Context: an optimization exercise on an open-source flow, tuned for small area, a short achievable clock period and few clock cycles per item. The choices shown serve that exercise and are no tape-out recipe.
Only simulation tests tie the RTL to the original design; equivalence was not proved.
Power figures rest on the tool's default switching activity, not on a simulated workload.

## flow/config.mk

```make
export PLATFORM = sky130hd
export DESIGN_NAME = button_gesture_matcher
export DESIGN_NICKNAME = button_gesture_matcher
export VERILOG_FILES = /design/flow/design.v
export SDC_FILE = /design/flow/constraint.sdc
export NUM_CORES = 4
export LEC_CHECK = 0
export CAP_MARGIN = 20
export CORE_MARGIN = 2
export CORE_UTILIZATION = 40
export SETUP_SLACK_MARGIN = 3.2
export SLEW_MARGIN = 20
```

## flow/constraint.sdc

```tcl
create_clock -name core_clock -period 5.7 [get_ports {i_clk}]
set_input_delay 1.1400 -clock core_clock [delete_from_list [all_inputs] [get_ports {i_clk}]]
set_output_delay 1.1400 -clock core_clock [all_outputs]
set_load 0.01 [all_outputs]
```

## flow/design.v

```verilog
package bgm_pkg;
    localparam int BUTTONS_DEF = 4;
    localparam int ENTRIES_DEF = 8;
    localparam int PIN_W    = 4;
    localparam int MODES_W  = 8;
    localparam int IDX_W    = 3;
    localparam int TIME_W   = 32;
    localparam int MS_W     = 16;
    localparam int COUNT_W  = 4;
    localparam int TABLE_W  = 64;
    localparam int CFG_W    = 64;
    localparam int CFG_IDX_W = 2;
    localparam logic [CFG_IDX_W-1:0] REG_DEBOUNCE = 2'd0;
    localparam logic [CFG_IDX_W-1:0] REG_LONG_MS  = 2'd1;
    localparam logic [CFG_IDX_W-1:0] REG_COUNT    = 2'd2;
    localparam logic [CFG_IDX_W-1:0] REG_TABLE    = 2'd3;
    localparam logic [MS_W-1:0]    DEBOUNCE_RST = 16'd50;
    localparam logic [MS_W-1:0]    LONG_MS_RST  = 16'd700;
    localparam logic [COUNT_W-1:0] COUNT_RST    = 4'd0;
    localparam logic [TABLE_W-1:0] TABLE_RST    = 64'd0;
    localparam logic [1:0] MODE_RELEASED = 2'd0;
    localparam logic [1:0] MODE_HELD     = 2'd1;
    localparam logic [1:0] MODE_RISING   = 2'd2;
    localparam logic [1:0] MODE_FALLING  = 2'd3;
    localparam logic [1:0] CODE_IGNORE     = 2'd0;
    localparam logic [1:0] CODE_CLICK      = 2'd1;
    localparam logic [1:0] CODE_HOLD_CLICK = 2'd2;
    localparam logic [1:0] CODE_HOLD       = 2'd3;
    function automatic logic cout16(input logic [15:0] g, input logic [15:0] t,
                                    input logic cin);
        logic [7:0] g1, t1;
        logic [3:0] g2, t2;
        logic [1:0] g3, t3;
        for (int i = 0; i < 8; i++) begin
            g1[i] = g[2*i+1] | (t[2*i+1] & g[2*i]);
            t1[i] = t[2*i+1] & t[2*i];
        end
        for (int i = 0; i < 4; i++) begin
            g2[i] = g1[2*i+1] | (t1[2*i+1] & g1[2*i]);
            t2[i] = t1[2*i+1] & t1[2*i];
        end
        for (int i = 0; i < 2; i++) begin
            g3[i] = g2[2*i+1] | (t2[2*i+1] & g2[2*i]);
            t3[i] = t2[2*i+1] & t2[2*i];
        end
        cout16 = g3[1] | (t3[1] & g3[0]) | (t3[1] & t3[0] & cin);
    endfunction
    function automatic logic ge16(input logic [15:0] a, input logic [15:0] b);
        ge16 = cout16(a & ~b, a | ~b, 1'b1);
    endfunction
    function automatic logic eqp1_16(input logic [15:0] a, input logic [15:0] b);
        logic [15:0] nb, s, c;
        nb = ~b;
        s  = a ^ nb;
        c  = {a[14:0] | nb[14:0], 1'b0};
        eqp1_16 = &(~(s ^ c));
    endfunction
    typedef struct packed {
        logic [TIME_W-1:0] now_ms;
        logic [PIN_W-1:0]  pin_levels;
    } t_in_item;
    typedef struct packed {
        logic [MODES_W-1:0] button_modes;
        logic               matched;
        logic [IDX_W-1:0]   match_index;
    } t_out_item;
endpackage
module bgm_lane (
    input  logic                        i_clk,
    input  logic                        i_step,       
    input  logic                        i_rising,     
    input  logic [bgm_pkg::TIME_W-1:0]  i_now,
    input  logic [bgm_pkg::MS_W-1:0]    i_long_ms,
    output logic                        o_en,         
    output logic                        o_hi_zero,    
    output logic                        o_lo_ge       
);
    logic [bgm_pkg::TIME_W-1:0] r_stamp;
    logic [15:0] w_x, w_y, w_z, w_p, w_q;
    logic        w_borrow, w_eq0, w_eq1, w_c16;
    assign w_x = i_now[15:0];
    assign w_y = ~r_stamp[15:0];
    assign w_z = ~i_long_ms;
    assign w_p = w_x ^ w_y ^ w_z;
    assign w_q = (w_x & w_y) | (w_x & w_z) | (w_y & w_z);
    assign w_c16 = bgm_pkg::cout16({w_p[15:1] & w_q[14:0], 1'b1},
                                   {w_p[15:1] | w_q[14:0], 1'b1}, 1'b0);
    assign w_borrow = !bgm_pkg::ge16(i_now[15:0], r_stamp[15:0]);
    assign w_eq0    = (i_now[31:16] == r_stamp[31:16]);
    assign w_eq1    = bgm_pkg::eqp1_16(i_now[31:16], r_stamp[31:16]);
    assign o_hi_zero = w_borrow ? w_eq1 : w_eq0;
    assign o_lo_ge   = w_borrow ? (w_q[15] | w_c16) : (w_q[15] & w_c16);
    assign o_en      = !i_rising && (r_stamp != '0);
    always_ff @(posedge i_clk) begin
        if (i_step && i_rising) r_stamp <= i_now;
    end
endmodule
module bgm_merge (
    input  logic [3:0]                     i_fall,     
    input  logic [3:0]                     i_held,     
    input  logic [3:0]                     i_long,
    input  logic [bgm_pkg::TABLE_W-1:0]    i_table,
    input  logic [7:0]                     i_scan,     
    output logic                           o_matched,
    output logic [bgm_pkg::IDX_W-1:0]      o_index
);
    logic [7:0] w_hit;
    for (genvar e = 0; e < 8; e++) begin : g_entry
        logic [3:0] w_btn_hit;
        for (genvar b = 0; b < 4; b++) begin : g_btn
            logic [1:0] w_code;
            assign w_code = i_table[8*e + 2*b +: 2];
            always_comb begin
                case (w_code)
                    bgm_pkg::CODE_CLICK:      w_btn_hit[b] = i_fall[b] && !i_long[b];
                    bgm_pkg::CODE_HOLD_CLICK: w_btn_hit[b] = i_fall[b] &&  i_long[b];
                    bgm_pkg::CODE_HOLD:       w_btn_hit[b] = i_held[b] &&  i_long[b];
                    default:                  w_btn_hit[b] = 1'b0;
                endcase
            end
        end
        assign w_hit[e] = (|w_btn_hit) && i_scan[e];
    end
    assign o_matched = |w_hit;
    always_comb begin
        o_index = '0;
        for (int e = 7; e >= 0; e--) begin
            if (w_hit[e]) o_index = bgm_pkg::IDX_W'(e);
        end
    end
endmodule
module button_gesture_matcher (
    input  logic                            i_clk,
    input  logic                            i_rst_n,
    input  logic                            i_in_valid,
    output logic                            o_in_stall,
    input  logic [35:0]                     i_in_item,
    output logic                            o_out_valid,
    input  logic                            i_out_stall,
    output logic [11:0]                     o_out_item,
    input  logic                            i_cfg_we,
    input  logic [bgm_pkg::CFG_IDX_W-1:0]   i_cfg_index,
    input  logic [bgm_pkg::CFG_W-1:0]       i_cfg_data
);
    logic [bgm_pkg::MS_W-1:0]    r_debounce;
    logic [bgm_pkg::MS_W-1:0]    r_long_ms;
    logic [bgm_pkg::COUNT_W-1:0] r_count;
    logic [bgm_pkg::TABLE_W-1:0] r_table;
    logic                        r_table_set;
    logic                        r_long_zero;
    logic [bgm_pkg::TIME_W-1:0]  r_sample_time;
    logic [16:0]                 r_limit;
    logic                        r_fix;
    logic [3:0]                  r_sampled;
    logic [3:0]                  r_prev;
    logic [3:0]                  r_en;
    logic [3:0]                  r_hi_zero;
    logic [3:0]                  r_lo_ge;
    logic                        r_s_valid;
    logic [11:0]                 r_head;
    logic [11:0]                 r_tail;
    logic                        r_head_valid;
    logic                        r_tail_valid;
    logic                        r_stall;
    logic [bgm_pkg::TIME_W-1:0]  w_now;
    logic [3:0]                  w_pins;
    logic                        w_accept;
    logic                        w_take;
    logic                        w_push;
    logic                        w_head_free;
    logic                        w_borrow;
    logic                        w_hi_zero;
    logic                        w_c2;
    logic                        w_lo_gt;
    logic                        w_resample;
    logic [3:0]                  w_rising;
    logic [3:0]                  w_en;
    logic [3:0]                  w_hi_zero_l;
    logic [3:0]                  w_lo_ge_l;
    logic [3:0]                  w_long;
    logic [7:0]                  w_scan;
    logic [7:0]                  w_modes;
    logic                        w_matched;
    logic [bgm_pkg::IDX_W-1:0]   w_index;
    logic [11:0]                 w_result;
    logic                        w_deb_write;
    logic                        n_s_valid;
    logic                        n_head_valid;
    logic                        n_tail_valid;
    logic [15:0]                 w_limit_a;
    logic [15:0]                 w_limit_b;
    assign w_now  = i_in_item[35:4];
    assign w_pins = i_in_item[3:0];
    assign o_in_stall  = r_stall;
    assign w_accept    = i_in_valid && !r_stall;
    assign w_take      = r_head_valid && !i_out_stall;
    assign w_push      = r_s_valid && (!r_tail_valid || w_take);
    assign w_head_free = !r_head_valid || (w_take && !r_tail_valid);
    assign o_out_valid = r_head_valid;
    assign o_out_item  = r_head;
    assign w_borrow   = !bgm_pkg::ge16(w_now[15:0], r_sample_time[15:0]);
    assign w_hi_zero  = w_borrow ? bgm_pkg::eqp1_16(w_now[31:16], r_sample_time[31:16])
                                 : (w_now[31:16] == r_sample_time[31:16]);
    assign w_c2       = bgm_pkg::ge16(w_now[15:0], r_limit[15:0]);
    assign w_lo_gt    = w_borrow ? (!r_limit[16] || w_c2) : (!r_limit[16] && w_c2);
    assign w_resample = !w_hi_zero || w_lo_gt;
    assign w_limit_a  = r_fix ? r_sample_time[15:0] : w_now[15:0];
    assign w_limit_b  = r_debounce;
    assign w_deb_write = i_cfg_we && (i_cfg_index == bgm_pkg::REG_DEBOUNCE);
    always_ff @(posedge i_clk) begin
        if (!i_rst_n) begin
            r_sample_time <= '0;
            r_limit       <= 17'(bgm_pkg::DEBOUNCE_RST) + 17'd1;
            r_sampled     <= '0;
            r_prev        <= '0;
        end else begin
            if (w_accept && w_resample) r_sample_time <= w_now;
            if ((w_accept && w_resample) || r_fix)
                r_limit <= {1'b0, w_limit_a} + {1'b0, w_limit_b} + 17'd1;
            if (w_accept) begin
                r_sampled <= w_resample ? w_pins : r_sampled;
                r_prev    <= r_sampled;
            end
        end
    end
    assign w_rising = r_sampled & ~r_prev;
    for (genvar b = 0; b < 4; b++) begin : g_lane
        bgm_lane u_lane (
            .i_clk     (i_clk),
            .i_step    (w_accept),
            .i_rising  (w_rising[b]),
            .i_now     (w_now),
            .i_long_ms (r_long_ms),
            .o_en      (w_en[b]),
            .o_hi_zero (w_hi_zero_l[b]),
            .o_lo_ge   (w_lo_ge_l[b])
        );
    end
    always_ff @(posedge i_clk) begin
        if (w_accept) begin
            r_en      <= w_en;
            r_hi_zero <= w_hi_zero_l;
            r_lo_ge   <= w_lo_ge_l;
        end
    end
    assign w_long = {4{r_long_zero}} | (r_en & (~r_hi_zero | r_lo_ge));
    for (genvar e = 0; e < 8; e++) begin : g_scan
        assign w_scan[e] = r_table_set &&
                           (r_count[3] || (bgm_pkg::COUNT_W'(e) < r_count));
    end
    for (genvar b = 0; b < 4; b++) begin : g_mode
        assign w_modes[2*b +: 2] = {r_sampled[b] ^ r_prev[b], r_prev[b]};
    end
    bgm_merge u_merge (
        .i_fall    (r_prev & ~r_sampled),
        .i_held    (r_prev &  r_sampled),
        .i_long    (w_long),
        .i_table   (r_table),
        .i_scan    (w_scan),
        .o_matched (w_matched),
        .o_index   (w_index)
    );
    assign w_result = {w_modes, w_matched, w_index};
    assign n_s_valid    = w_accept || (r_s_valid && !w_push);
    assign n_head_valid = w_push || !w_head_free;
    assign n_tail_valid = (w_take && r_tail_valid) ? w_push :
                          (w_head_free ? 1'b0 : (r_tail_valid || w_push));
    always_ff @(posedge i_clk) begin
        if (!i_rst_n) begin
            r_s_valid    <= 1'b0;
            r_head_valid <= 1'b0;
            r_tail_valid <= 1'b0;
            r_fix        <= 1'b0;
            r_stall      <= 1'b0;
        end else begin
            r_s_valid    <= n_s_valid;
            r_head_valid <= n_head_valid;
            r_tail_valid <= n_tail_valid;
            r_fix        <= w_deb_write;
            r_stall      <= (n_s_valid && n_head_valid && n_tail_valid) || w_deb_write;
        end
    end
    always_ff @(posedge i_clk) begin
        if (w_take && r_tail_valid) r_head <= r_tail;
        else if (w_head_free && w_push) r_head <= w_result;
        if (w_push && !w_head_free) r_tail <= w_result;
    end
    always_ff @(posedge i_clk) begin
        if (!i_rst_n) begin
            r_debounce  <= bgm_pkg::DEBOUNCE_RST;
            r_long_ms   <= bgm_pkg::LONG_MS_RST;
            r_long_zero <= 1'b0;
            r_count     <= bgm_pkg::COUNT_RST;
            r_table_set <= 1'b0;
        end else if (i_cfg_we) begin
            case (i_cfg_index)
                bgm_pkg::REG_DEBOUNCE: r_debounce <= i_cfg_data[bgm_pkg::MS_W-1:0];
                bgm_pkg::REG_LONG_MS: begin
                    r_long_ms   <= i_cfg_data[bgm_pkg::MS_W-1:0];
                    r_long_zero <= (i_cfg_data[bgm_pkg::MS_W-1:0] == '0);
                end
                bgm_pkg::REG_COUNT:    r_count     <= i_cfg_data[bgm_pkg::COUNT_W-1:0];
                default:               r_table_set <= 1'b1;
            endcase
        end
    end
    always_ff @(posedge i_clk) begin
        if (i_cfg_we && i_cfg_index == bgm_pkg::REG_TABLE) r_table <= i_cfg_data;
    end
endmodule
```

## flow/run.sh

```bash
#!/bin/bash
# synth_recipe.tcl (not shown) runs the flow's synth.tcl, then flattens the netlist and writes it again
# the make line also repeats each setting of config.mk as NAME=value (left out here)
make -C /OpenROAD-flow-scripts/flow DESIGN_CONFIG=/design/flow/config.mk WORK_HOME=/design/flow/orfs CLKGATE_MAP_FILE= SYNTH_SCRIPT=/design/flow/synth_recipe.tcl finish
```

==> implementation parameters, run 1 <==
Parameter                              Value

Floorplanning
  Die area ... 53400 um^2
  Number of top-level pins ... 121
  Core Area ... 51100 um^2
  Starting density of the core ... 40.4%
  Height of the die ... 231 um
  Die width ... 231 um
  # rows ... 83

Cells and area
  ANT cells ... 0
  Filler cell count in the final layout ... 4259
  Layout cells sized above 1 ... 27.8%
  Count of nets after finishing ... 2634
  Area Overhead vs Synth ... 36.5%
  Commonest non-fill, non-tap cell in the layout ... edfxtp_1
  Most used cells in the layout excluding fill and tap cells ... edfxtp_1 (228), ha_1 (202), inv_1 (153)
  Final cell count without fillers ... 2955

Timing
  Clock period minus final worst setup slack ... 3.59 ns
  Share of the clock period used by the worst path after layout ... 63.0%
  RSZ-0062 raised after global routing ... true
  Upper clock frequency limit ... 279 MHz
  Max_slew headroom ... 24.9%
  Final hold violations ... 0
  Setup Skew ... 0.0192 ns
  Final setup margin ... 2.11 ns
  Slew at the pin with the worst max-slew slack ... 1.13 ns
  Setup-failing EPs final ... 0
  Hold Worst Slack ... 0.466 ns
  Number of pins with negative max-slew slack in the final report ... 0
  Final setup TNS ... 0 ns

GRT
  GR Util met2 ... 43.5%
  Antenna violations before repair ... 0
  GRT met1 Usage ... 36.0%
  Vias in the first global route ... 16700
  Pin count of the biggest net entering global routing ... 76
  Tot GR Track Use ... 27.2%
  Aggregate global routing overflow ... 0
  Global routing's busiest layer ... met2
  GR Util met3 ... 4.44%
  First-pass GRT wire length ... 108 mm

Run status
  Run status ... finished clean

Power
  Maximum ir drop on the vdd rail ... 215 uV
  Pwr per Cell Area ... 238 nW/um^2
  Leak Pwr ... 10.9 nW

Detailed routing
  Drt initial violations ... 1558
  Drt first pass iters ... 6
  Post-DRT Antenna Nets ... 0
  Routed wire length ... 74.0 mm
  Vias per cell ... 5.67
  Residual DRC ... 0
  Detailed-route via count ... 16800
  Wire per inst ... 25.0 um

Clock tree
  Cell at the root of the clock tree ... clkbuf_16
  Number of CTS-inserted buffers ... 41
  Clock latency reported for the late side of the worst-skew pair ... 0.58 ns
  Clock-pin slew on the worst setup and hold paths ... 0.06 ns
  Clock tree from TritonCTS ... built
  Total clock sinks ... 328
  H-Tree Level Count ... 2
  Clock Tree Buf Depth ... 3

Logic synthesis
  Synth Cell Area ... 20600 um^2
  Post-synthesis share of cell area spent on and, or, nand and nor gates ... 13.1%
  Most instantiated flip-flop cell in the synthesis netlist ... edfxtp_1
  Cell taking the most area after synthesis ... edfxtp_1
  Sequential area share after synthesis ... 42.9%
  Top cells by area, synth ... edfxtp_1 (33%), ha_1 (14%), dfxtp_1 (9.7%), fa_1 (5.9%), inv_1 (3.3%)
  Dominant combinational cell family by area after synthesis ... adder cells
  Synthesized instance count ... 1920
  Post-synthesis adder-cell area fraction ... 21.4%
  Flop and latch count out of synthesis ... 328
  Proportion of register bits with asynchronous set or reset after synthesis ... 0%
  Number of enable-type register cells in the synthesized netlist ... 228
  Multiplexer share of the synthesized area ... 2.80%
  Parity-gate share of the synthesized area counting xor and xnor cells ... 3.95%
  Area fraction in compound gates after synthesis ... 11.4%
  Number of distinct library cells after synthesis ... 81
  Post-Synthesis Net Count ... 2311
  Average footprint of a synthesized cell ... 10.7 um^2
  Total number of yosys warnings ... 3
  Share of the synthesized area in the top cell type ... 33.2%

Placement
  Weighted congestion at the end of routability-driven global placement ... 0.928
  IO buf count ... 120
  Cell Count Post-Placement ... 2707
  Pre-CTS setup slack ... 0.684 ns
  Final HPWL from detailed placement ... 48.4 mm

Setup path
  Endpoint kind of the worst setup timing path ... register
  Max Fanout on Critical Path ... 10
  Most Frequent Cell on Critical Path ... maj3_2
  Data arrival time at the worst-slack endpoint ... 3.91 ns
  Crit path cell chain ... buf_8, fa_1, a21o_1, o32a_1, maj3_2, a21oi_4, o21ai_2, maj3_2, maj3_2, a22o_1, maj3_2
  Family with the most delay on the worst path ... adder cells
  Startpoint-to-endpoint class of the critical path ... in -> reg
  Worst path bufs/invs ... 1
  Critical path's slowest cell ... fa_1
  Endpoint required time on the critical path ... 6.02 ns
  Biggest cell delay along the critical path ... 0.44 ns
  Crit start category ... input port

Worst hold path
  Worst hold path type ... reg -> reg

Flow run
  Max-capacitance violation count ... 0
==> Yosys cell counts (all sizes together) (18+ instances only) <==
library cell	count
mux2	22
nor4	60
nand2	135
dfxtp	100
nand4	37
a21oi	126
edfxtp	228
xor2	29
nand3	51
nor2b	35
inv	184
o211ai	18
nor2	78
clkbuf	39
fa	61
nand2b	38
mux2i	33
xnor2	64
o21ai	79
maj3	39
ha	223
==> sequential cells by signal, indices dropped and copies added (netlist names), 4 cells and up <==
| name | count |
|---|---|
| r_sample_time | 32 |
| r_hi_zero | 4 |
| g_lane.u_lane.r_stamp | 128 |
| r_table | 64 |
| r_long_ms | 16 |
| r_tail | 12 |
| r_debounce | 16 |
| r_limit | 17 |
| r_en | 4 |
| r_sampled | 4 |
| r_head | 12 |
| r_count | 4 |
| r_lo_ge | 4 |
| r_prev | 4 |
==> worst register-to-register path: stages, from the launching register on <==
cell     delay [ns]
dfxtp_1        0.30
inv_1          0.25
fa_1           0.50
a21o_1         0.17
o32a_1         0.29
maj3_2         0.35
a21oi_4        0.15
o21ai_2        0.10
maj3_2         0.31
maj3_2         0.31
a22o_1         0.21
maj3_2         0.30
==> stage by stage <==
step | total power [mW] | area (um^2) | utilization [%]
after floorplan | 3.33 | 21000 | -
after global placement | 3.70 | 23100 | 45.3
after detailed placement | 3.72 | 23100 | 45.3
after CTS | 6.61 | 27000 | 52.8
after global routing | 6.90 | 28100 | 55.1
final | 6.69 | 28100 | 55.1
==> where the power goes <==
group	total, mW	internal (mW)	leakage, nW	switching (mW)
clock	2.74	1.63	0.674	1.11
combinational	1.21	0.552	7.29	0.654
sequential	2.74	2.65	2.90	0.0920
total	6.69	4.83	10.9	1.85
==> kinds of logic (layout without fill, tap and decap cells) <==
| kind of cell | Yosys count | count (layout) |
|---|---|---|
| xor gates and xnor gates | 93 | 93 |
| muxes | 55 | 55 |
| and+or+nand+nor | 517 | 522 |
| DFF | 328 | 328 |
| adders and majority gates | 323 | 323 |
| AOI/OAI and AO/OA | 367 | 369 |
| buffers and inverters | 237 | 585 |
==> worst paths after layout <==
kind	start	endpoint	slack (ns)	cells after the start
setup reg to reg	r_long_ms[2]	r_lo_ge[1]	2.20	11
setup / recovery	i_in_item[5]	r_lo_ge[1]	2.11	11
hold / removal	r_long_ms[14]	r_long_ms[14]	0.47	2
hold reg to reg	r_long_ms[14]	r_long_ms[14]	0.47	2
==> cell type report <==
class                      instances  area [um^2]  area share, %
tap                              680          851           3.02
timing repair buffer             326         3690           13.1
sequential                       328         8860           31.5
multi-input combinational       1362        12600           44.7
clock inverter                    17          224          0.796
inverter                         184          753           2.68
clock buffer                      58         1170           4.17
==> layer usage <==
layer,vias to the layer above,routed length [um]
li1,7581,-
met1,8306,31300
met2,704,33800
met3,173,5350
met4,0,3550
met5,-,0
==> timing repair <==
item                                    in CTS  in global routing
pin swaps                                  154                117
hold endpoints to repair                     0                  0
buffers inserted                           100                 46
resized for setup                          442                144
cloned                                      27                  0
hold buffers                                 0                  0
endpoints found under the setup margin     243                192
Testbench counts, summed over its fixed seeds: cycles 24,016, items 24,000.
==> run 2: changes to the inputs <==
--- a/flow/design.v
+++ b/flow/design.v
@@ -49,10 +49,11 @@
         ge16 = cout16(a & ~b, a | ~b, 1'b1);
     endfunction
-    function automatic logic eqp1_16(input logic [15:0] a, input logic [15:0] b);
-        logic [15:0] nb, s, c;
+    function automatic logic hz16(input logic [15:0] a, input logic [15:0] b,
+                                  input logic borrow);
+        logic [15:0] nb, x, c;
         nb = ~b;
-        s  = a ^ nb;
-        c  = {a[14:0] | nb[14:0], 1'b0};
-        eqp1_16 = &(~(s ^ c));
+        x  = a ^ nb;
+        c  = {a[14:0] | nb[14:0], !borrow};
+        hz16 = &(~(x ^ c));
     endfunction
     typedef struct packed {
@@ -78,5 +79,5 @@
     logic [bgm_pkg::TIME_W-1:0] r_stamp;
     logic [15:0] w_x, w_y, w_z, w_p, w_q;
-    logic        w_borrow, w_eq0, w_eq1, w_c16;
+    logic        w_borrow, w_c16;
     assign w_x = i_now[15:0];
     assign w_y = ~r_stamp[15:0];
@@ -87,7 +88,5 @@
                                    {w_p[15:1] | w_q[14:0], 1'b1}, 1'b0);
     assign w_borrow = !bgm_pkg::ge16(i_now[15:0], r_stamp[15:0]);
-    assign w_eq0    = (i_now[31:16] == r_stamp[31:16]);
-    assign w_eq1    = bgm_pkg::eqp1_16(i_now[31:16], r_stamp[31:16]);
-    assign o_hi_zero = w_borrow ? w_eq1 : w_eq0;
+    assign o_hi_zero = bgm_pkg::hz16(i_now[31:16], r_stamp[31:16], w_borrow);
     assign o_lo_ge   = w_borrow ? (w_q[15] | w_c16) : (w_q[15] & w_c16);
     assign o_en      = !i_rising && (r_stamp != '0);
@@ -200,6 +199,5 @@
     assign o_out_item  = r_head;
     assign w_borrow   = !bgm_pkg::ge16(w_now[15:0], r_sample_time[15:0]);
-    assign w_hi_zero  = w_borrow ? bgm_pkg::eqp1_16(w_now[31:16], r_sample_time[31:16])
-                                 : (w_now[31:16] == r_sample_time[31:16]);
+    assign w_hi_zero  = bgm_pkg::hz16(w_now[31:16], r_sample_time[31:16], w_borrow);
     assign w_c2       = bgm_pkg::ge16(w_now[15:0], r_limit[15:0]);
     assign w_lo_gt    = w_borrow ? (!r_limit[16] || w_c2) : (!r_limit[16] && w_c2);
==> flow/flow/run.sh (new file) <==
#!/bin/bash
# Layout flow: the standard flow's own layout (standard.sh) with two changes:
#  - no full/half adder cells in synthesis (ADDER_MAP_FILE empty), so abc
#    maps the carry logic as plain gates;
#  - port buffers are buf_2 cells instead of the default delay buffers.
# Everything else (synthesis script, floorplan, power grid, placement, CTS,
# routing) is the standard flow. make's full output goes to flow_make.log.
set -euo pipefail
bash standard.sh ADDER_MAP_FILE= "BUFFER_PORTS_ARGS=-buffer_cell sky130_fd_sc_hd__buf_2" finish > flow_make.log 2>&1
==> flow/standard.sh (new file) <==
#!/bin/bash
# synth_recipe.tcl (not shown) runs the flow's synth.tcl, then flattens the netlist and writes it again
# the make line also repeats each setting of config.mk as NAME=value (left out here)
make -C /OpenROAD-flow-scripts/flow DESIGN_CONFIG=/design/flow/config.mk WORK_HOME=/design/flow/orfs CLKGATE_MAP_FILE= SYNTH_SCRIPT=/design/flow/synth_recipe.tcl "${@:-finish}"
--- a/flow/config.mk
+++ b/flow/config.mk
@@ -6,7 +6,11 @@
 export NUM_CORES = 4
 export LEC_CHECK = 0
+export ABC_AREA = 1
 export CAP_MARGIN = 20
 export CORE_MARGIN = 2
-export CORE_UTILIZATION = 40
-export SETUP_SLACK_MARGIN = 3.2
+export CORE_UTILIZATION = 60
+export CTS_BUF_LIST = sky130_fd_sc_hd__clkbuf_8
+export CTS_CLUSTER_DIAMETER = 60
+export CTS_CLUSTER_SIZE = 15
+export SETUP_SLACK_MARGIN = 3.3
 export SLEW_MARGIN = 20
removed: flow/run.sh
==> implementation parameters, run 2 <==
Parameter                              Value

Run status
  Run status ... finished clean (unchanged)

Timing
  Share of the clock period used by the worst path after layout ... 44.9% (was 63.0%)
  Final setup margin ... 3.14 ns (was 2.11 ns)
  Upper clock frequency limit ... 390 MHz (was 279 MHz)
  Number of pins with negative max-slew slack in the final report ... 0 (unchanged)
  Final hold violations ... 0 (unchanged)
  Setup Skew ... 0.0307 ns (was 0.0192 ns)
  Setup-failing EPs final ... 0 (unchanged)
  Max_slew headroom ... 40.6% (was 24.9%)
  RSZ-0062 raised after global routing ... true (unchanged)
  Clock period minus final worst setup slack ... 2.56 ns (was 3.59 ns)
  Final setup TNS ... 0 ns (unchanged)
  Slew at the pin with the worst max-slew slack ... 0.884 ns (was 1.13 ns)

Floorplanning
  Die area ... 34500 um^2 (was 53400 um^2)
  Core Area ... 32500 um^2 (was 51100 um^2)
  # rows ... 66 (was 83)
  Number of top-level pins ... 121 (unchanged)
  Height of the die ... 186 um (was 231 um)
  Die width ... 186 um (was 231 um)
  Starting density of the core ... 61.0% (was 40.4%)

Detailed routing
  Drt first pass iters ... 6 (unchanged)
  Vias per cell ... 5.90 (was 5.67)
  Drt initial violations ... 2039 (was 1558)
  Post-DRT Antenna Nets ... 0 (unchanged)
  Routed wire length ... 64.1 mm (was 74.0 mm)
  Detailed-route via count ... 19700 (was 16800)
  Residual DRC ... 0 (unchanged)
  Wire per inst ... 19.2 um (was 25.0 um)

Clock tree
  Clock latency reported for the late side of the worst-skew pair ... 0.62 ns (was 0.58 ns)
  Clock Tree Buf Depth ... 3 (unchanged)
  Number of CTS-inserted buffers ... 35 (was 41)
  Cell at the root of the clock tree ... clkbuf_8 (was clkbuf_16)
  H-Tree Level Count ... 2 (unchanged)
  Total clock sinks ... 328 (unchanged)
  Clock-pin slew on the worst setup and hold paths ... 0.09 ns (was 0.06 ns)
  Clock tree from TritonCTS ... built (unchanged)

Cells and area
  Count of nets after finishing ... 2984 (was 2634)
  Most used cells in the layout excluding fill and tap cells ... nand2_1 (620), inv_1 (359), nor2_1 (266) (was edfxtp_1 (228), ha_1 (202), inv_1 (153))
  Final cell count without fillers ... 3346 (was 2955)
  Layout cells sized above 1 ... 19.4% (was 27.8%)
  Commonest non-fill, non-tap cell in the layout ... nand2_1 (was edfxtp_1)
  Reg with most FFs ... g_lane.u_lane.r_stamp (unchanged)
  Leading registers by flop count ... g_lane.u_lane.r_stamp (128), r_table (64), r_sample_time (32) (unchanged)
  Area Overhead vs Synth ... 20.1% (was 36.5%)
  Number of flip-flops in the largest register ... 128 (unchanged)

Power
  Maximum ir drop on the vdd rail ... 237 uV (was 215 uV)
  Leak Pwr ... 10.5 nW (was 10.9 nW)
  Pwr per Cell Area ... 232 nW/um^2 (was 238 nW/um^2)

Setup path
  Crit start category ... input port (unchanged)
  Number of cells on the worst reg-to-reg path ... 19 (was 11)
  Critical path's slowest cell ... buf_12 (was fa_1)
  Family with the most delay on the worst path ... simple AND/OR/NAND/NOR gates (was adder cells)
  Most Frequent Cell on Critical Path ... nand2_2 (was maj3_2)
  Biggest cell delay along the critical path ... 0.19 ns (was 0.44 ns)
  Data arrival time at the worst-slack endpoint ... 3.11 ns (was 3.91 ns)
  Max Fanout on Critical Path ... 11 (was 10)
  Endpoint required time on the critical path ... 6.25 ns (was 6.02 ns)
  CP Depth ... 18 (was 11)
  Crit path cell chain ... buf_12, clkinv_8, nand2_1, nand3_1, o21ai_0, nor2_1, nand2_2, nand2_4, nand4_1, nand2_2, clkinv_4, nand3_4, nand2_8, buf_12, buf_16, nand3_4, nand2_2, nor2_2 (was buf_8, fa_1, a21o_1, o32a_1, maj3_2, a21oi_4, o21ai_2, maj3_2, maj3_2, a22o_1, maj3_2)
  Endpoint kind of the worst setup timing path ... register (unchanged)
  Worst path bufs/invs ... 5 (was 1)
  Startpoint-to-endpoint class of the critical path ... in -> reg (unchanged)

Logic synthesis
  Synth Cell Area ... 19800 um^2 (was 20600 um^2)
  Average footprint of a synthesized cell ... 7.33 um^2 (was 10.7 um^2)
  Top cells by area, synth ... edfxtp_1 (35%), nand2_1 (13%), dfxtp_1 (10%), inv_1 (7.1%), nor2_1 (6.0%) (was edfxtp_1 (33%), ha_1 (14%), dfxtp_1 (9.7%), fa_1 (5.9%), inv_1 (3.3%))
  Leading cell types by count after synthesis ... nand2_1 (676), inv_1 (375), nor2_1 (319), edfxtp_1 (228), o21ai_0 (194) (was edfxtp_1 (228), ha_1 (223), inv_1 (183), nand2_1 (135), a21oi_1 (125))
  Most common cell in the netlist ... nand2_1 (was edfxtp_1)
  Proportion of register bits with asynchronous set or reset after synthesis ... 0% (unchanged)
  Most instantiated flip-flop cell in the synthesis netlist ... edfxtp_1 (unchanged)
  Synthesized instance count ... 2707 (was 1920)
  Total number of yosys warnings ... 3 (unchanged)
  Post-Synthesis Net Count ... 2814 (was 2311)
  Number of distinct library cells after synthesis ... 57 (was 81)
  Number of enable-type register cells in the synthesized netlist ... 228 (unchanged)
  Flop and latch count out of synthesis ... 328 (unchanged)
  Cell taking the most area after synthesis ... edfxtp_1 (unchanged)
  Share of the synthesized area in the top cell type ... 34.5% (was 33.2%)
  Sequential area share after synthesis ... 44.6% (was 42.9%)

Placement
  Weighted congestion at the end of routability-driven global placement ... 0.947 (was 0.928)
  Final HPWL from detailed placement ... 44.8 mm (was 48.4 mm)
  IO buf count ... 120 (unchanged)
  Cell Count Post-Placement ... 3220 (was 2707)
  Pre-CTS setup slack ... 1.37 ns (was 0.684 ns)

GRT
  Vias in the first global route ... 17700 (was 16700)
  Antenna violations before repair ... 2 (was 0)
  Aggregate global routing overflow ... 0 (unchanged)
  First-pass GRT wire length ... 94.5 mm (was 108 mm)
  Tot GR Track Use ... 35.9% (was 27.2%)
  Pin count of the biggest net entering global routing ... 66 (was 76)

Flow run
  Max-capacitance violation count ... 0 (unchanged)

Worst hold path
  Worst hold path type ... reg -> reg (unchanged)
  Number of stages on the worst hold path ... 2 (unchanged)
[run 2: through the flow]
| stage | hold WS, ns | instance area [um^2] | total power [mW] | utilization (%) |
|---|---|---|---|---|
| global route | 0.503 | 23800 | 5.73 | 73.2 |
| global placement | 0.450 | 21200 | 3.66 | 65.1 |
| floorplan | 0.439 | 20400 | 3.41 | - |
| finish | 0.486 | 23800 | 5.53 | 73.2 |
| detailed placement | 0.463 | 21200 | 3.68 | 65.1 |
| CTS | 0.478 | 22800 | 5.41 | 70.1 |
[run 2: cell families after synthesis]
kind of cell	Yosys count	synth area share, %
flops	328	44.6
xor+xnor	72	3.18
compound gates	502	14.3
fa+ha+maj	1	0.0505
buf+inv	470	9.27
simple gates	1334	28.6
[run 2: path summary, 6_finish.rpt]
kind,start,slack [ns],endpoint
max reg2reg,r_sample_time[19],3.35,r_limit[10]
min,r_sample_time[14],0.49,r_sample_time[14]
min reg2reg,r_sample_time[14],0.49,r_sample_time[14]
max,i_in_item[11],3.14,r_limit[10]
[run 2: cell type report]
type	instances	area, um^2
inverters	409	1680
clock inverters	26	221
well taps	442	553
multi-input cells	1918	10400
clock buffers	37	509
flip-flops and latches	328	8850
fillers	2614	8720
repair buffers	185	1610
diodes	1	2.50
[run 2: worst min-delay path: cells and delay by family, from the launching register on]
family,cells,cell delay [ns]
compound gates,1,0.05
simple gates,1,0.08
flops,1,0.33
[run 2: report_power, final]
part           switching, mW  total [mW]  internal (mW)
Sequential            0.0838        2.74           2.65
Clock                  0.961        1.69          0.730
Combinational          0.710        1.10          0.392
[run 2: routing by layer]
metal,up-vias,global-route usage (%),routed length [um]
met5,-,0,19
met3,173,5.52,6650
met4,2,14.3,2530
met2,1051,57.0,29100
met1,9156,49.5,25800
li1,9349,-,-
[run 2: timing repair]
action                     4_1_cts  5_1_grt
resized for setup              158      193
hold buffers                     0        0
gates cloned                     6        5
pin swaps                       31       59
buffers inserted                27       21
setup endpoints to repair       72       73
Testbench counts of run 2, summed over its fixed seeds: cycles 24,016, items 24,000.
==> run 3: changes to the inputs <==
--- a/flow/design.v
+++ b/flow/design.v
@@ -69,5 +69,4 @@
 module bgm_lane (
     input  logic                        i_clk,
-    input  logic                        i_step,       
     input  logic                        i_rising,     
     input  logic [bgm_pkg::TIME_W-1:0]  i_now,
@@ -83,6 +82,6 @@
     assign w_y = ~r_stamp[15:0];
     assign w_z = ~i_long_ms;
-    assign w_p = w_x ^ w_y ^ w_z;
-    assign w_q = (w_x & w_y) | (w_x & w_z) | (w_y & w_z);
+    assign w_p = (w_x ^ w_z) ^ w_y;
+    assign w_q = (w_x & w_z) | ((w_x | w_z) & w_y);
     assign w_c16 = bgm_pkg::cout16({w_p[15:1] & w_q[14:0], 1'b1},
                                    {w_p[15:1] | w_q[14:0], 1'b1}, 1'b0);
@@ -92,5 +91,5 @@
     assign o_en      = !i_rising && (r_stamp != '0);
     always_ff @(posedge i_clk) begin
-        if (i_step && i_rising) r_stamp <= i_now;
+        if (i_rising) r_stamp <= i_now;
     end
 endmodule
@@ -207,17 +206,17 @@
     assign w_deb_write = i_cfg_we && (i_cfg_index == bgm_pkg::REG_DEBOUNCE);
     always_ff @(posedge i_clk) begin
+        if (!i_rst_n || (w_accept && w_resample))
+            r_sample_time <= i_rst_n ? w_now : '0;
+        if (!i_rst_n || (w_accept && w_resample) || r_fix)
+            r_limit <= i_rst_n ? ({1'b0, w_limit_a} + {1'b0, w_limit_b} + 17'd1)
+                               : 17'(bgm_pkg::DEBOUNCE_RST) + 17'd1;
+    end
+    always_ff @(posedge i_clk) begin
         if (!i_rst_n) begin
-            r_sample_time <= '0;
-            r_limit       <= 17'(bgm_pkg::DEBOUNCE_RST) + 17'd1;
             r_sampled     <= '0;
             r_prev        <= '0;
-        end else begin
-            if (w_accept && w_resample) r_sample_time <= w_now;
-            if ((w_accept && w_resample) || r_fix)
-                r_limit <= {1'b0, w_limit_a} + {1'b0, w_limit_b} + 17'd1;
-            if (w_accept) begin
-                r_sampled <= w_resample ? w_pins : r_sampled;
-                r_prev    <= r_sampled;
-            end
+        end else if (w_accept) begin
+            r_sampled <= w_resample ? w_pins : r_sampled;
+            r_prev    <= r_sampled;
         end
     end
@@ -226,5 +225,4 @@
         bgm_lane u_lane (
             .i_clk     (i_clk),
-            .i_step    (w_accept),
             .i_rising  (w_rising[b]),
             .i_now     (w_now),
--- a/flow/config.mk
+++ b/flow/config.mk
@@ -9,8 +9,9 @@
 export CAP_MARGIN = 20
 export CORE_MARGIN = 2
-export CORE_UTILIZATION = 60
+export CORE_UTILIZATION = 70
 export CTS_BUF_LIST = sky130_fd_sc_hd__clkbuf_8
 export CTS_CLUSTER_DIAMETER = 60
 export CTS_CLUSTER_SIZE = 15
+export PLACE_DENSITY = 0.8
 export SETUP_SLACK_MARGIN = 3.3
 export SLEW_MARGIN = 20
==> implementation parameters, run 3 <==
Parameter                              Value

Logic synthesis
  Synth Cell Area ... 19300 um^2 (was 19800 um^2)
  Total number of yosys warnings ... 3 (unchanged)
  Leading cell types by count after synthesis ... nand2_1 (499), inv_1 (368), edfxtp_1 (277), nor2_1 (256), o21ai_0 (182) (was nand2_1 (676), inv_1 (375), nor2_1 (319), edfxtp_1 (228), o21ai_0 (194))
  Most instantiated flip-flop cell in the synthesis netlist ... edfxtp_1 (unchanged)
  Share of the synthesized area in the top cell type ... 43.0% (was 34.5%)
  Synthesized instance count ... 2420 (was 2707)
  Top cells by area, synth ... edfxtp_1 (43%), nand2_1 (9.7%), inv_1 (7.1%), dfxtp_1 (5.3%), nor2_1 (5.0%) (was edfxtp_1 (35%), nand2_1 (13%), dfxtp_1 (10%), inv_1 (7.1%), nor2_1 (6.0%))
  Number of enable-type register cells in the synthesized netlist ... 277 (was 228)
  Most common cell in the netlist ... nand2_1 (unchanged)
  Flop and latch count out of synthesis ... 328 (unchanged)
  Average footprint of a synthesized cell ... 7.99 um^2 (was 7.33 um^2)
  Cell taking the most area after synthesis ... edfxtp_1 (unchanged)
  Number of distinct library cells after synthesis ... 58 (was 57)
  Post-Synthesis Net Count ... 2527 (was 2814)
  Proportion of register bits with asynchronous set or reset after synthesis ... 0% (unchanged)
  Sequential area share after synthesis ... 48.3% (was 44.6%)

Clock tree
  Hold buffer count at cts ... 0 (unchanged)
  Clock tree from TritonCTS ... built (unchanged)
  Total clock sinks ... 328 (unchanged)
  Clock-pin slew on the worst setup and hold paths ... 0.11 ns (was 0.09 ns)
  H-Tree Level Count ... 1 (was 2)
  Clock Tree Buf Depth ... 3 (unchanged)
  Clock latency reported for the late side of the worst-skew pair ... 0.67 ns (was 0.62 ns)
  Number of CTS-inserted buffers ... 30 (was 35)
  Cell at the root of the clock tree ... clkbuf_8 (unchanged)

Setup path
  Crit start category ... register (was input port)
  Startpoint-to-endpoint class of the critical path ... reg -> reg (was in -> reg)
  Data arrival time at the worst-slack endpoint ... 3.32 ns (was 3.11 ns)
  Max Fanout on Critical Path ... 9 (was 11)
  Endpoint required time on the critical path ... 6.24 ns (was 6.25 ns)
  Worst setup slack for register-to-register paths ... 2.91 ns (was 3.35 ns)
  Endpoint kind of the worst setup timing path ... register (unchanged)

GRT
  Pin count of the biggest net entering global routing ... 66 (unchanged)
  Antenna violations before repair ... 4 (was 2)
  Vias in the first global route ... 17500 (was 17700)
  Tot GR Track Use ... 42.9% (was 35.9%)
  Aggregate global routing overflow ... 0 (unchanged)
  First-pass GRT wire length ... 95.3 mm (was 94.5 mm)

Power
  Pwr per Cell Area ... 253 nW/um^2 (was 232 nW/um^2)
  Total power ... 5.65 mW (was 5.53 mW)
  Maximum ir drop on the vdd rail ... 246 uV (was 237 uV)
  Leak Pwr ... 9.74 nW (was 10.5 nW)

Floorplanning
  Die width ... 170 um (was 186 um)
  Starting density of the core ... 71.5% (was 61.0%)
  Height of the die ... 170 um (was 186 um)
  # rows ... 60 (was 66)
  Number of top-level pins ... 121 (unchanged)
  Die area ... 29000 um^2 (was 34500 um^2)
  Core Area ... 27000 um^2 (was 32500 um^2)

Cells and area
  Reg with most FFs ... g_lane.u_lane.r_stamp (unchanged)
  Commonest non-fill, non-tap cell in the layout ... nand2_1 (unchanged)
  Layout cells sized above 1 ... 17.1% (was 19.4%)
  Final instance area ... 22300 um^2 (was 23800 um^2)
  Area Overhead vs Synth ... 15.5% (was 20.1%)
  Number of flip-flops in the largest register ... 128 (unchanged)
  Most used cells in the layout excluding fill and tap cells ... nand2_1 (446), inv_1 (359), edfxtp_1 (277) (was nand2_1 (620), inv_1 (359), nor2_1 (266))
  Count of nets after finishing ... 2660 (was 2984)
  Leading registers by flop count ... g_lane.u_lane.r_stamp (128), r_table (64), r_sample_time (32) (unchanged)
  Core utilization of the finished layout ... 82.6% (was 73.2%)

Placement
  Pre-CTS setup slack ... 2.24 ns (was 1.37 ns)
  Weighted congestion at the end of routability-driven global placement ... 0.988 (was 0.947)
  Final HPWL from detailed placement ... 44.6 mm (was 44.8 mm)
  Placed cell areas ... 20500 um^2 (was 21200 um^2)
  IO buf count ... 120 (unchanged)

Run status
  Run status ... finished clean (unchanged)

Detailed routing
  Routed wire length on met2 ... 29.3 mm (was 29.1 mm)
  Post-DRT Antenna Nets ... 0 (unchanged)
  Drt initial violations ... 4259 (was 2039)
  Detailed-route via count ... 19900 (was 19700)
  Routed wire length ... 69.1 mm (was 64.1 mm)
  Length of routed met3 wiring ... 11.3 mm (was 6.65 mm)
  Top layer in use ... met5 (unchanged)
  DRT met1 WL ... 23.3 mm (was 25.8 mm)
  Wire per inst ... 23.7 um (was 19.2 um)
  Drt first pass iters ... 12 (was 6)
  Residual DRC ... 0 (unchanged)
  Vias per cell ... 6.81 (was 5.90)

Timing
  RSZ-0062 raised after global routing ... true (unchanged)
  Setup Skew ... 0.0452 ns (was 0.0307 ns)
  Upper clock frequency limit ... 359 MHz (was 390 MHz)
  Final setup TNS ... 0 ns (unchanged)
  Max_slew headroom ... 26.9% (was 40.6%)
  Share of the clock period used by the worst path after layout ... 48.9% (was 44.9%)
  Clock period minus final worst setup slack ... 2.79 ns (was 2.56 ns)
  Number of pins with negative max-slew slack in the final report ... 0 (unchanged)
  Final hold violations ... 0 (unchanged)
  Slew at the pin with the worst max-slew slack ... 1.09 ns (was 0.884 ns)
  Final setup margin ... 2.91 ns (was 3.14 ns)
  Setup-failing EPs final ... 0 (unchanged)

Worst hold path
  Worst hold path type ... reg -> reg (unchanged)

Flow run
  Max-capacitance violation count ... 0 (unchanged)
[run 3: changes by cell type in the layout (fill, tap and decap cells not counted), moves of 13 or more]
| cell | previous run | this run |
|---|---|---|
| a21oi_2 | 39 | 19 |
| buf_4 | 53 | 19 |
| dfxtp_1 | 97 | 48 |
| edfxtp_1 | 228 | 277 |
| nand2_1 | 620 | 446 |
| nand3_1 | 152 | 133 |
| nor2_1 | 266 | 234 |
| nor2_4 | 23 | 10 |
| o22ai_1 | 25 | 42 |
| xor2_1 | 54 | 67 |
[run 3: critical path, cell delays in order, from the launching register on]
cell and delay (ns):
dfxtp_1 0.41, inv_1 0.16, nor2_4 0.26, inv_1 0.22, nor2_2 0.24, o21ai_1 0.10
a21oi_1 0.48, a21oi_2 0.09, nand2_1 0.11, nand2_2 0.08, nand2_2 0.13, nor2_2 0.08
nand2_1 0.11, nand2_1 0.10, nand2_1 0.09
[run 3: final cells by class]
cell class	instances	area [um^2]
Timing Repair inverter	2	13.8
Clock buffer	32	440
Tap cell	341	427
Fill cell	1555	4700
Multi-Input combinational cell	1661	9300
Clock inverter	22	184
Inverter	388	1570
Timing Repair Buffer	142	1030
Sequential cell	328	9350
Antenna cell	3	7.51
[run 3: worst paths after layout]
check                                from        end  depth (start not counted)
worst max-delay path            r_prev[3]  r_head[3]                         14
worst min register to register  r_prev[2]  r_tail[8]                          0
worst min-delay path            r_prev[2]  r_tail[8]                          0
worst max register to register  r_prev[3]  r_head[3]                         14
[run 3: kinds of logic (layout without fill, tap and decap cells)]
kind of cell | Yosys count | in the layout | synth area share, %
muxes | 2 | 2 | 0.104
DFF | 328 | 328 | 48.3
other | 0 | 3 | 0
AOI/OAI and AO/OA | 505 | 505 | 15.0
xor gates and xnor gates | 86 | 86 | 3.90
and+or+nand+nor | 1063 | 1068 | 23.8
buffers and inverters | 436 | 586 | 8.86
[run 3: metal layers]
layer / up-vias / track usage (%)
met4: 2 / 17.4
met1: 8918 / 58.0
li1: 8461 / -
met5: - / 0
met2: 1971 / 67.1
met3: 537 / 10.3
[run 3: power by group]
group	switching, mW	total (mW)	internal (mW)	leakage, nW
Combinational	0.848	1.23	0.383	6.34
Sequential	0.115	2.88	2.76	3.06
Clock	0.911	1.54	0.633	0.347
[run 3: per-stage QoR]
step / std cells / hold WS, ns
6_report: 2919 / 0.477
5_1_grt: 2916 / 0.494
4_1_cts: 2902 / 0.478
3_5_place_dp: 2841 / 0.454
3_3_place_gp: 2841 / 0.435
2_1_floorplan: 2420 / 0.430
[run 3: repair_timing]
item,CTS,global route
setup buffers,3,11
pin swaps,4,40
gates resized for setup,67,193
gates cloned,4,3
setup endpoints to repair,103,98
Testbench counts of run 3, summed over its fixed seeds: cycles 24,016, items 24,000.
==> run 4: changes to the inputs <==
--- a/flow/config.mk
+++ b/flow/config.mk
@@ -9,9 +9,9 @@
 export CAP_MARGIN = 20
 export CORE_MARGIN = 2
-export CORE_UTILIZATION = 70
+export CORE_UTILIZATION = 65
 export CTS_BUF_LIST = sky130_fd_sc_hd__clkbuf_8
 export CTS_CLUSTER_DIAMETER = 60
 export CTS_CLUSTER_SIZE = 15
-export PLACE_DENSITY = 0.8
+export PLACE_DENSITY = 0.7
 export SETUP_SLACK_MARGIN = 3.3
 export SLEW_MARGIN = 20
==> implementation parameters, run 4 <==
Parameter                              Value

Clock tree
  Clock latency reported for the late side of the worst-skew pair ... 0.57 ns (was 0.67 ns)
  H-Tree Level Count ... 2 (was 1)
  Clock Tree Buf Depth ... 3 (unchanged)
  Clock-pin slew on the worst setup and hold paths ... 0.10 ns (was 0.11 ns)
  Hold buffer count at cts ... 0 (unchanged)
  Number of CTS-inserted buffers ... 35 (was 30)
  Total clock sinks ... 328 (unchanged)
  Clock tree from TritonCTS ... built (unchanged)
  Cell at the root of the clock tree ... clkbuf_8 (unchanged)

Logic synthesis
  Number of enable-type register cells in the synthesized netlist ... 277 (unchanged)
  Most common cell in the netlist ... nand2_1 (unchanged)
  Sequential area share after synthesis ... 48.3% (unchanged)
  Flop and latch count out of synthesis ... 328 (unchanged)
  Proportion of register bits with asynchronous set or reset after synthesis ... 0% (unchanged)
  Average footprint of a synthesized cell ... 7.99 um^2 (unchanged)
  Cell taking the most area after synthesis ... edfxtp_1 (unchanged)
  Synthesized instance count ... 2420 (unchanged)
  Synth Cell Area ... 19300 um^2 (unchanged)
  Share of the synthesized area in the top cell type ... 43.0% (unchanged)
  Leading cell types by count after synthesis ... nand2_1 (499), inv_1 (368), edfxtp_1 (277), nor2_1 (256), o21ai_0 (182) (unchanged)
  Post-Synthesis Net Count ... 2527 (unchanged)
  Top cells by area, synth ... edfxtp_1 (43%), nand2_1 (9.7%), inv_1 (7.1%), dfxtp_1 (5.3%), nor2_1 (5.0%) (unchanged)
  Number of distinct library cells after synthesis ... 58 (unchanged)
  Most instantiated flip-flop cell in the synthesis netlist ... edfxtp_1 (unchanged)
  Total number of yosys warnings ... 3 (unchanged)

Placement
  Weighted congestion at the end of routability-driven global placement ... 1.01 (was 0.988)
  Pre-CTS setup slack ... 2.26 ns (was 2.24 ns)
  Final HPWL from detailed placement ... 45.0 mm (was 44.6 mm)
  IO buf count ... 120 (unchanged)

Timing
  Setup Skew ... 0.0414 ns (was 0.0452 ns)
  Number of pins with negative max-slew slack in the final report ... 0 (unchanged)
  Share of the clock period used by the worst path after layout ... 44.1% (was 48.9%)
  Max_slew headroom ... 27.7% (was 26.9%)
  Final setup TNS ... 0 ns (unchanged)
  Setup-failing EPs final ... 0 (unchanged)
  RSZ-0062 raised after global routing ... true (unchanged)
  Clock period minus final worst setup slack ... 2.51 ns (was 2.79 ns)
  Final hold violations ... 0 (unchanged)
  Final setup margin ... 3.19 ns (was 2.91 ns)
  Slew at the pin with the worst max-slew slack ... 1.08 ns (was 1.09 ns)
  Upper clock frequency limit ... 398 MHz (was 359 MHz)

GRT
  GR Util met3 ... 9.28% (was 10.3%)
  Aggregate global routing overflow ... 0 (unchanged)
  GR Util met2 ... 59.8% (was 67.1%)
  Pin count of the biggest net entering global routing ... 72 (was 66)
  First-pass GRT wire length ... 92.7 mm (was 95.3 mm)
  Antenna violations before repair ... 1 (was 4)
  Vias in the first global route ... 16800 (was 17500)
  Tot GR Track Use ... 38.9% (was 42.9%)
  GRT met1 Usage ... 54.7% (was 58.0%)
  Global routing's busiest layer ... met2 (unchanged)

Setup path
  Worst path bufs/invs ... 3 (was 2)
  Biggest cell delay along the critical path ... 0.24 ns (was 0.48 ns)
  Endpoint required time on the critical path ... 5.96 ns (was 6.24 ns)
  Startpoint-to-endpoint class of the critical path ... in -> reg (was reg -> reg)
  Endpoint of the worst-slack reg-to-reg timing path ... r_lo_ge[2] (was r_head[3])
  Critical path's slowest cell ... o22ai_1 (was a21oi_1)
  Number of cells on the worst reg-to-reg path ... 13 (was 14)
  FF-to-FF Start ... r_long_ms[6] (was r_prev[3])
  Worst setup slack for register-to-register paths ... 3.39 ns (was 2.91 ns)
  Max Fanout on Critical Path ... 13 (was 9)
  Endpoint kind of the worst setup timing path ... register (unchanged)
  Family with the most delay on the worst path ... simple AND/OR/NAND/NOR gates (unchanged)
  Data arrival time at the worst-slack endpoint ... 2.77 ns (was 3.32 ns)
  Crit path cell chain ... buf_6, inv_2, nand2_1, o22ai_1, o21ai_2, nor2_1, nand2_1, nor2_4, nand4_4, nand2_8, buf_6, nand3_4 (was inv_1, nor2_4, inv_1, nor2_2, o21ai_1, a21oi_1, a21oi_2, nand2_1, nand2_2, nand2_2, nor2_2, nand2_1, nand2_1, nand2_1)
  Crit start category ... input port (was register)

Detailed routing
  Post-DRT Antenna Nets ... 0 (unchanged)
  Wire per inst ... 21.0 um (was 23.7 um)
  Vias per cell ... 6.22 (was 6.81)
  Drt first pass iters ... 6 (was 12)
  Residual DRC ... 0 (unchanged)
  Drt initial violations ... 2843 (was 4259)
  Detailed-route via count ... 18700 (was 19900)
  Routed wire length ... 63.2 mm (was 69.1 mm)

Cells and area
  Count of nets after finishing ... 2697 (was 2660)
  Most used cells in the layout excluding fill and tap cells ... nand2_1 (424), inv_1 (360), edfxtp_1 (277) (was nand2_1 (446), inv_1 (359), edfxtp_1 (277))
  Commonest non-fill, non-tap cell in the layout ... nand2_1 (unchanged)
  Leading registers by flop count ... g_lane.u_lane.r_stamp (128), r_table (64), r_sample_time (32) (unchanged)
  ANT cells ... 0 (was 3)
  Number of flip-flops in the largest register ... 128 (unchanged)
  Area Overhead vs Synth ... 19.8% (was 15.5%)
  Layout cells sized above 1 ... 19.7% (was 17.1%)
  Reg with most FFs ... g_lane.u_lane.r_stamp (unchanged)

Floorplanning
  # rows ... 63 (was 60)
  Core Area ... 29500 um^2 (was 27000 um^2)
  Die area ... 31100 um^2 (was 29000 um^2)
  Number of top-level pins ... 121 (unchanged)
  Height of the die ... 176 um (was 170 um)
  Starting density of the core ... 65.6% (was 71.5%)
  Die width ... 176 um (was 170 um)

Worst hold path
  Worst min-delay path endpoint ... r_tail[10] (was r_tail[8])
  Worst hold path type ... reg -> reg (unchanged)
  Number of stages on the worst hold path ... 0 (unchanged)
  Startpoint of the most critical hold path ... r_prev[3] (was r_prev[2])

Power
  Maximum ir drop on the vdd rail ... 228 uV (was 246 uV)
  Pwr per Cell Area ... 252 nW/um^2 (was 253 nW/um^2)
  Leak Pwr ... 10.1 nW (was 9.74 nW)

Flow run
  Max-capacitance violation count ... 0 (unchanged)

Run status
  Run status ... finished clean (unchanged)
run 4: area by class of cell:
class / instances / area (um^2)
clock inverter: 24 / 235
inverter: 388 / 1580
sequential: 328 / 9340
timing repair buffer: 173 / 1410
fill: 2041 / 6320
tap: 390 / 488
multi-input combinational: 1661 / 9560
timing repair inverter: 3 / 26.3
clock buffer: 37 / 509
run 4: kinds of logic (layout without fill, tap and decap cells):
kind of cell,count (synthesis),count (layout),synth area share (%)
mux,2,2,0.104
flops,328,328,48.3
simple gates,1063,1068,23.8
compound gates,505,505,15.0
xor+xnor,86,86,3.90
buf+inv,436,625,8.86
run 4: what timing repair did:
item	in CTS	in global routing
setup endpoints to repair	89	91
buffers inserted	10	32
resized for setup	137	193
pin swaps	16	75
cloned	3	7
run 4: worst register-to-register path: cells and delay by family (launching register included):
kind	cells	cell delay (ns)
flip-flops	1	0.50
buffers and inverters	3	0.34
AND/OR/NAND/NOR	6	0.60
AO/OA/AOI/OAI	3	0.42
XOR/XNOR	1	0.20
run 4: through the flow:
step	util, %	hold WS (ns)	cells	total power, mW	cell area, um^2
finish	78.5	0.466	3004	5.83	23200
global route	78.5	0.483	3004	6.01	23200
CTS	74.5	0.463	2965	5.65	22000
detailed placement	69.8	0.440	2891	3.94	20600
global placement	69.8	0.434	2891	3.92	20600
floorplan	-	0.430	2420	3.60	19800
run 4: how the worst max path moves through the flow:
stage / startpoint / cells past startpoint / endpoint
after floorplan: i_cfg_we / 2 / r_table[0]
after global placement: i_in_item[33] / 14 / r_limit[4]
after detailed placement: i_in_item[29] / 14 / r_limit[3]
after CTS: i_in_item[6] / 13 / r_limit[13]
after global routing: i_in_item[13] / 14 / r_limit[13]
final: i_in_item[23] / 12 / r_limit[6]
run 4: metal layers:
layer | wire [um] | vias up
li1 | - | 8515
met1 | 24200 | 8711
met2 | 28000 | 1252
met3 | 8600 | 196
met4 | 2370 | 2
met5 | 13 | -
run 4: report_power, final:
part	switching (mW)	internal [mW]	total [mW]
logic	0.835	0.427	1.26
clock network	0.956	0.740	1.70
registers	0.110	2.76	2.87
==> run 5: changes to the inputs <==
--- a/flow/config.mk
+++ b/flow/config.mk
@@ -9,9 +9,8 @@
 export CAP_MARGIN = 20
 export CORE_MARGIN = 2
-export CORE_UTILIZATION = 65
+export CORE_UTILIZATION = 60
 export CTS_BUF_LIST = sky130_fd_sc_hd__clkbuf_8
 export CTS_CLUSTER_DIAMETER = 60
 export CTS_CLUSTER_SIZE = 15
-export PLACE_DENSITY = 0.7
 export SETUP_SLACK_MARGIN = 3.3
 export SLEW_MARGIN = 20
==> implementation parameters, run 5 <==
Parameter                              Value

Cells and area
  Count of nets after finishing ... 2677 (was 2697)
  ANT cells ... 0 (unchanged)
  Reg with most FFs ... g_lane.u_lane.r_stamp (unchanged)
  Final cell count without fillers ... 2997 (was 3004)
  Area Overhead vs Synth ... 17.3% (was 19.8%)
  Most used cells in the layout excluding fill and tap cells ... nand2_1 (433), inv_1 (359), edfxtp_1 (277) (was nand2_1 (424), inv_1 (360), edfxtp_1 (277))
  Final instance area ... 22700 um^2 (was 23200 um^2)
  Number of flip-flops in the largest register ... 128 (unchanged)
  Leading registers by flop count ... g_lane.u_lane.r_stamp (128), r_table (64), r_sample_time (32) (unchanged)
  Layout cells sized above 1 ... 18.7% (was 19.7%)
  Filler cell count in the final layout ... 2402 (was 2041)
  Commonest non-fill, non-tap cell in the layout ... nand2_1 (unchanged)

Detailed routing
  Routed wire length ... 62.6 mm (was 63.2 mm)
  Wire per inst ... 20.9 um (was 21.0 um)
  Drt first pass iters ... 6 (unchanged)
  Post-DRT Antenna Nets ... 0 (unchanged)
  Drt initial violations ... 2509 (was 2843)
  Residual DRC ... 0 (unchanged)
  Vias per cell ... 6.11 (was 6.22)
  Detailed-route via count ... 18300 (was 18700)

Logic synthesis
  Number of enable-type register cells in the synthesized netlist ... 277 (unchanged)
  Synthesized instance count ... 2420 (unchanged)
  Synth Cell Area ... 19300 um^2 (unchanged)
  Post-Synthesis Net Count ... 2527 (unchanged)
  Sequential area share after synthesis ... 48.3% (unchanged)
  Total number of yosys warnings ... 3 (unchanged)
  Leading cell types by count after synthesis ... nand2_1 (499), inv_1 (368), edfxtp_1 (277), nor2_1 (256), o21ai_0 (182) (unchanged)
  Flop and latch count out of synthesis ... 328 (unchanged)
  Share of the synthesized area in the top cell type ... 43.0% (unchanged)
  Proportion of register bits with asynchronous set or reset after synthesis ... 0% (unchanged)
  Average footprint of a synthesized cell ... 7.99 um^2 (unchanged)
  Most instantiated flip-flop cell in the synthesis netlist ... edfxtp_1 (unchanged)
  Most common cell in the netlist ... nand2_1 (unchanged)
  Cell taking the most area after synthesis ... edfxtp_1 (unchanged)
  Top cells by area, synth ... edfxtp_1 (43%), nand2_1 (9.7%), inv_1 (7.1%), dfxtp_1 (5.3%), nor2_1 (5.0%) (unchanged)
  Number of distinct library cells after synthesis ... 58 (unchanged)

Clock tree
  H-Tree Level Count ... 1 (was 2)
  Number of CTS-inserted buffers ... 31 (was 35)
  Clock tree from TritonCTS ... built (unchanged)
  Clock latency reported for the late side of the worst-skew pair ... 0.64 ns (was 0.57 ns)
  Total clock sinks ... 328 (unchanged)
  Cell at the root of the clock tree ... clkbuf_8 (unchanged)
  Clock-pin slew on the worst setup and hold paths ... 0.10 ns (about the same)
  Hold buffer count at cts ... 0 (unchanged)
  Clock Tree Buf Depth ... 3 (unchanged)

Floorplanning
  Core Area ... 31600 um^2 (was 29500 um^2)
  Die width ... 183 um (was 176 um)
  # rows ... 65 (was 63)
  Height of the die ... 183 um (was 176 um)
  Number of top-level pins ... 121 (unchanged)
  Starting density of the core ... 61.1% (was 65.6%)
  Die area ... 33700 um^2 (was 31100 um^2)

Setup path
  FF-to-FF Start ... r_sample_time[19] (was r_long_ms[6])
  Crit start category ... input port (unchanged)
  Data arrival time at the worst-slack endpoint ... 2.80 ns (was 2.77 ns)
  Endpoint required time on the critical path ... 6.01 ns (was 5.96 ns)
  Number of cells on the worst reg-to-reg path ... 11 (was 13)
  Worst setup slack for register-to-register paths ... 3.38 ns (was 3.39 ns)
  Endpoint of the worst-slack reg-to-reg timing path ... r_sample_time[4] (was r_lo_ge[2])
  Startpoint-to-endpoint class of the critical path ... in -> reg (unchanged)
  Endpoint kind of the worst setup timing path ... register (unchanged)
  Max Fanout on Critical Path ... 14 (was 13)

Timing
  Clock period minus final worst setup slack ... 2.49 ns (was 2.51 ns)
  Share of the clock period used by the worst path after layout ... 43.6% (was 44.1%)
  Final setup TNS ... 0 ns (unchanged)
  Setup-failing EPs final ... 0 (unchanged)
  Setup Skew ... 0.0350 ns (was 0.0414 ns)
  Slew at the pin with the worst max-slew slack ... 1.03 ns (was 1.08 ns)
  Upper clock frequency limit ... 402 MHz (was 398 MHz)
  Final hold violations ... 0 (unchanged)
  Number of pins with negative max-slew slack in the final report ... 0 (unchanged)
  RSZ-0062 raised after global routing ... true (unchanged)
  Final setup margin ... 3.21 ns (was 3.19 ns)
  Max_slew headroom ... 31.1% (was 27.7%)

Worst hold path
  Number of stages on the worst hold path ... 0 (unchanged)
  Worst min-delay path endpoint ... r_tail[8] (was r_tail[10])
  Startpoint of the most critical hold path ... r_prev[2] (was r_prev[3])
  Worst hold path type ... reg -> reg (unchanged)

Power
  Maximum ir drop on the vdd rail ... 206 uV (was 228 uV)
  Leak Pwr ... 9.87 nW (was 10.1 nW)
  Pwr per Cell Area ... 248 nW/um^2 (was 252 nW/um^2)

GRT
  GR Util met3 ... 6.24% (was 9.28%)
  First-pass GRT wire length ... 92.4 mm (was 92.7 mm)
  Global routing's busiest layer ... met2 (unchanged)
  GR Util met2 ... 55.4% (was 59.8%)
  GRT met1 Usage ... 51.6% (was 54.7%)
  Vias in the first global route ... 16600 (was 16800)
  Pin count of the biggest net entering global routing ... 69 (was 72)
  Antenna violations before repair ... 2 (was 1)
  Aggregate global routing overflow ... 0 (unchanged)
  Tot GR Track Use ... 35.9% (was 38.9%)

Placement
  Placed cell areas ... 20600 um^2 (unchanged)
  Weighted congestion at the end of routability-driven global placement ... 1.02 (was 1.01)
  Cell Count Post-Placement ... 2901 (was 2891)
  IO buf count ... 120 (unchanged)
  Final HPWL from detailed placement ... 45.8 mm (was 45.0 mm)
  Pre-CTS setup slack ... 2.16 ns (was 2.26 ns)

Run status
  Run status ... finished clean (unchanged)

Flow run
  Max-capacitance violation count ... 0 (unchanged)
[run 5: cell counts after synthesis]
No cell type changed its count.
[run 5: area by class of cell]
type	instances	area (um^2)	area share [%]
multi-input combinational	1659	9360	41.3
tap	402	503	2.22
timing repair inverter	2	12.5	0.0552
clock inverter	26	206	0.911
clock buffer	32	440	1.94
sequential	328	9350	41.2
inverter	388	1590	6.99
timing repair buffer	160	1210	5.34
[run 5: worst max-delay path, cell delays in order]
cell and delay (ns):
buf_12 0.10, inv_12 0.05, nand2_2 0.07, o21ai_2 0.08, nor2_4 0.13, nand3b_1 0.13
a21oi_2 0.20, nand2_2 0.09, nand3_2 0.09, nand2_2 0.05, nand2_2 0.09, nand4_4 0.16
nand2_8 0.18, buf_12 0.12, nand2_8 0.09
[run 5: power breakdown]
part           total (mW)  leakage [nW]  switching (mW)  internal (mW)
Combinational        1.22          6.45           0.819          0.403
Clock                1.52         0.362           0.880          0.639
Sequential           2.87          3.06           0.111           2.76
Total                5.61          9.87            1.81           3.80
[run 5: worst max-delay path by stage]
stage,from,to,slack (ns),cells after the start
after CTS,r_fix,r_limit[15],3.23,14
after global placement,i_in_item[33],r_sample_time[19],2.27,14
after floorplan,i_cfg_we,r_table[0],2.52,2
after detailed placement,i_in_item[29],r_sample_time[20],2.16,14
after global routing,i_in_item[19],r_sample_time[4],3.16,15
final,i_in_item[19],r_sample_time[4],3.21,15
[run 5: metrics by stage]
stage	util (%)	hold slack, ns	power (mW)
2_1_floorplan	-	0.430	3.60
3_3_place_gp	65.1	0.434	3.93
3_5_place_dp	65.1	0.440	3.96
4_1_cts	68.4	0.466	5.48
5_1_grt	71.6	0.484	5.81
6_report	71.6	0.473	5.61
[run 5: what timing repair did]
action / in CTS / in global routing
buffers inserted: 5 / 26
pin swaps: 8 / 66
gates cloned: 3 / 4
gates resized for setup: 84 / 199
setup endpoints to repair: 112 / 88
[run 5: layer usage]
layer | vias to the layer above | part of all wire (%) | routed length [um]
met3 | 166 | 11 | 7060
met2 | 1112 | 44 | 27800
met5 | - | 0.11 | 69
li1 | 8471 | - | -
met1 | 8573 | 41 | 25400
met4 | 4 | 3.6 | 2240
[run 5: cells by family after synthesis]
kind of cell | count (synthesis) | share of synthesized area [%]
DFF | 328 | 48.3
buffers and inverters | 436 | 8.86
xor gates and xnor gates | 86 | 3.90
muxes | 2 | 0.104
and+or+nand+nor | 1063 | 23.8
AOI/OAI and AO/OA | 505 | 15.0

-- afterwards: timing with drivers on the ports --
In the flow no input, the clock included, has a driving cell. The finished layouts below were timed again as built, in two steps. Step 1: set_driving_cell puts a clkbuf_16 on i_clk and a buf_2 on each other input, an assumption about the parent block. Step 2 times the ports against the registers' clock, not the clock port: input delays grow and output delays shrink by t, the midpoint of the rising clock arrivals with the driver on. a / b / c = ideal ports / drivers / drivers and shift; a / b = the first two.
| run | shift t [ns] | setup WS [ns] | worst setup path at the end | worst register clock-pin slew, ns |
|---|---|---|---|---|
| run 1 | 0.631 | 2.110 / 2.129 / 1.499 | input to register | 0.06 / 0.06 |
| run 2 | 0.660 | 3.139 / 3.114 / 2.454 | input to register | 0.11 / 0.11 |
| run 3 | 0.691 | 2.915 / 2.915 / 2.523 | input to register | 0.11 / 0.11 |
| run 4 | 0.606 | 3.187 / 3.148 / 2.542 | input to register | 0.11 / 0.11 |
| run 5 | 0.674 | 3.212 / 3.163 / 2.489 | input to register | 0.10 / 0.10 |
After both steps setup and hold are still met in every run listed. The setup slack of run 5, which loses most, moves by -0.049 ns with the drivers and by -0.723 ns with both steps.
